This design comes from an exercise in tuning for small area and a short achievable clock period on the open sky130 flow, not from production work. At most, simulation tests tie the RTL to the original design; equivalence was not proved.

## red
Design cic_iq_decim, start of the top module:
module cic_iq_decim #(
  parameter int DIN_W    = 16,
  parameter int DOUT_W   = 16,
  parameter int STAGES   = 4,
  parameter int MAX_RATE = 16,
  parameter int GAIN_W   = 16,
  localparam int RATE_W  = $clog2(MAX_RATE + 1),
  localparam int ACC_W   = DIN_W + STAGES * $clog2(MAX_RATE),
  localparam int SHIFT_W = $clog2(ACC_W)
) (
  input  logic                     clk,
  input  logic                     rst,
  input  logic                     s_axis_data_tvalid,
  input  logic signed [DIN_W-1:0]  s_axis_data_tdata_real,
  input  logic signed [DIN_W-1:0]  s_axis_data_tdata_imag,
  input  logic                     cfg_load,
  input  logic [RATE_W-1:0]        cfg_rate,
  input  logic [SHIFT_W-1:0]       cfg_shift,
  input  logic [GAIN_W-1:0]        cfg_gain,
  output logic                     m_axis_data_tvalid,
  output logic signed [DOUT_W-1:0] m_axis_data_tdata_real,
  output logic signed [DOUT_W-1:0] m_axis_data_tdata_imag
);
==> flow/config.mk <==
export PLATFORM = sky130hd
export DESIGN_NAME = cic_iq_decim
export DESIGN_NICKNAME = cic_iq_decim
export VERILOG_FILES = /design/flow/design.v
export SDC_FILE = /design/flow/constraint.sdc
export NUM_CORES = 4
export LEC_CHECK = 0
export ABC_AREA = 1
export CAP_MARGIN = 20
export CORE_MARGIN = 2
export CORE_UTILIZATION = 40
export CTS_CLUSTER_DIAMETER = 200
export CTS_CLUSTER_SIZE = 25
export SLEW_MARGIN = 20
==> flow/constraint.sdc <==
create_clock -name core_clock -period 9.5 [get_ports {clk}]
set_input_delay 1.9000 -clock core_clock [delete_from_list [all_inputs] [get_ports {clk}]]
set_output_delay 1.9000 -clock core_clock [all_outputs]
set_load 0.01 [all_outputs]
standard.sh (not shown) runs the stock make flow with config.mk's settings and CLKGATE_MAP_FILE= SYNTH_SCRIPT=/design/flow/synth_recipe.tcl, a recipe that flattens the netlist after the stock synthesis.
==> flow/flow/run.sh <==
#!/bin/bash
# Standard ORFS layout, with repair_timing asked to reach a larger setup slack than the
# constraint needs (the SDC is unchanged), and plain buffers on the ports.
# Each tool's output stays in orfs/logs/; make's output goes to standard.log.
set -euo pipefail
cd "$(dirname "$0")/.."
export SETUP_SLACK_MARGIN=${MARGIN:-6.55}
export BUFFER_PORTS_ARGS="-buffer_cell sky130_fd_sc_hd__buf_1"
bash standard.sh > standard.log 2>&1
diff inputs: red => blue
--- a/flow/design.v
+++ b/flow/design.v
@@ -19,47 +19,38 @@
   input  logic [GAIN_W-1:0]        cfg_gain,
   output logic                     m_axis_data_tvalid,
   output logic signed [DOUT_W-1:0] m_axis_data_tdata_real,
   output logic signed [DOUT_W-1:0] m_axis_data_tdata_imag
 );
   localparam int W   = 8;            
   localparam int L   = 32 / W;       
   localparam int NVV = L + 4;        
   localparam int NFV = L + 9;        
-  logic        rst_q;
-  logic        flush_q;
-  logic [4:0]  cfg_rate_q, cfg_shift_q;
-  logic [15:0] cfg_gain_q;
   logic [3:0]  rm1;                  
   logic [4:0]  shift_r;
   logic [15:0] gain_r;
   always_ff @(posedge clk) begin
-    rst_q       <= rst;
-    cfg_rate_q  <= cfg_rate;
-    cfg_shift_q <= cfg_shift;
-    cfg_gain_q  <= cfg_gain;
-  end
-  always_ff @(posedge clk) begin
-    if (rst_q) begin
+    if (rst) begin
       rm1     <= 4'd1;
       shift_r <= '0;
       gain_r  <= 16'd16384;
-    end else if (flush_q) begin
-      if (cfg_rate_q < 5'd2)
+    end else if (cfg_load) begin
+      if (cfg_rate < 5'd2)
         rm1 <= 4'd1;
-      else if (cfg_rate_q > 5'd16)
+      else if (cfg_rate > 5'd16)
         rm1 <= 4'd15;
       else
-        rm1 <= 4'(cfg_rate_q - 5'd1);
-      shift_r <= cfg_shift_q;
-      gain_r  <= cfg_gain_q;
+        rm1 <= 4'(cfg_rate - 5'd1);
+      shift_r <= cfg_shift;
+      gain_r  <= cfg_gain;
     end
   end
+  logic        flush_q;
   logic        v_q;
   logic [15:0] xr_q, xi_q, xi_d;
   always_ff @(posedge clk) begin
     flush_q <= rst | cfg_load;
     v_q     <= s_axis_data_tvalid;
     xr_q    <= s_axis_data_tvalid ? s_axis_data_tdata_real : 16'd0;
     xi_q    <= s_axis_data_tvalid ? s_axis_data_tdata_imag : 16'd0;
     xi_d    <= flush_q ? 16'd0 : xi_q;
   end
@@ -153,28 +144,21 @@
         dsk[j][d] <= dsk[j][d-1];
     end
   end
   always_comb
     for (int j = 0; j < L; j++)
       z[j*W +: W] = dsk[j][L-1-j];
   logic [30:0] ur;
   always_ff @(posedge clk)
     ur <= 31'(($signed({z, 1'b0})) >>> shift_r);
-  logic [17:0] g3, g3n;
-  logic [15:0] gain_n;
-  always_ff @(posedge clk) begin
-    g3  <= {2'b0, gain_r} + {1'b0, gain_r, 1'b0};
-    g3n <= ~({2'b0, gain_r} + {1'b0, gain_r, 1'b0});
-    if (rst_q)
-      gain_n <= ~16'd16384;
-    else if (flush_q)
-      gain_n <= ~cfg_gain_q;
-  end
+  logic [17:0] g3;
+  always_ff @(posedge clk)
+    g3 <= {2'b0, gain_r} + {1'b0, gain_r, 1'b0};
   logic bneg0, bs1_0, bs2_0, bs3_0, bs4_0;
   logic [17:0] bm0;
   logic bneg1, bs1_1, bs2_1, bs3_1, bs4_1;
   logic [17:0] bm1;
   logic bneg2, bs1_2, bs2_2, bs3_2, bs4_2;
   logic [17:0] bm2;
   logic bneg3, bs1_3, bs2_3, bs3_3, bs4_3;
   logic [17:0] bm3;
   logic bneg4, bs1_4, bs2_4, bs3_4, bs4_4;
## What came out
The final layout from blue, which completed every stage, passed the timing, DRC and antenna checks at the end of the flow.
Compared with red, blue shows a global-route usage that is 0.37 points higher.
Diff red -> blue: flip-flop and latch count shows a reduction of about 2.8%; synthesized cell count flat; fraction of the cycle the final worst path needs comparable; final-layout fill cell count barely changed; minimum clock period after layout now sits lower.
Routed wire length | blue above red
On fraction of layout instances using a drive strength above 1, blue and red are neck and neck.
Quantity of gates resized following cts (blue over red): decrease, about 7%
Looking at blue and red, the maximum frequency is a wash.
When the final numbers for blue and red were put side by side, the area of the multi-input gates turned out to be smaller in red.
The pin count of the biggest net entering global routing reported for blue is smaller than that of red by 40.
For blue, only the layout was checked, not whether the RTL still works.

afterwards: timing with drivers on the ports:
The flow's constraints put no driver on any port. The routed layouts listed below were extracted and timed again, unchanged, in two steps. Step 1 sets driving cells, clkbuf_16 on the clock port and buf_2 on the other inputs (assumed; they add their load-dependent delay and slew). Step 2 moves the port delays by t, midway between the first and last clock arrival at a register: inputs arrive t later, outputs are due t later. That takes back most of the time a late clock gives input paths. Slacks: ideal / step 1 / step 2; pairs: ideal / step 1.
run | t (ns) | setup WS [ns] | worst hold slack (ns) | pins driven straight from the clock port
red | 0.722 | 6.496 / 6.429 / 6.643 | 0.323 / 0.323 / 0.323 | 1
blue | 0.707 | 6.504 / 6.435 / 6.223 | 0.331 / 0.331 / 0.331 | 1
After both steps setup and hold are still met in every run listed. For blue, which loses most, drivers alone change the setup slack by -0.069 ns; drivers and shift together by -0.281 ns.
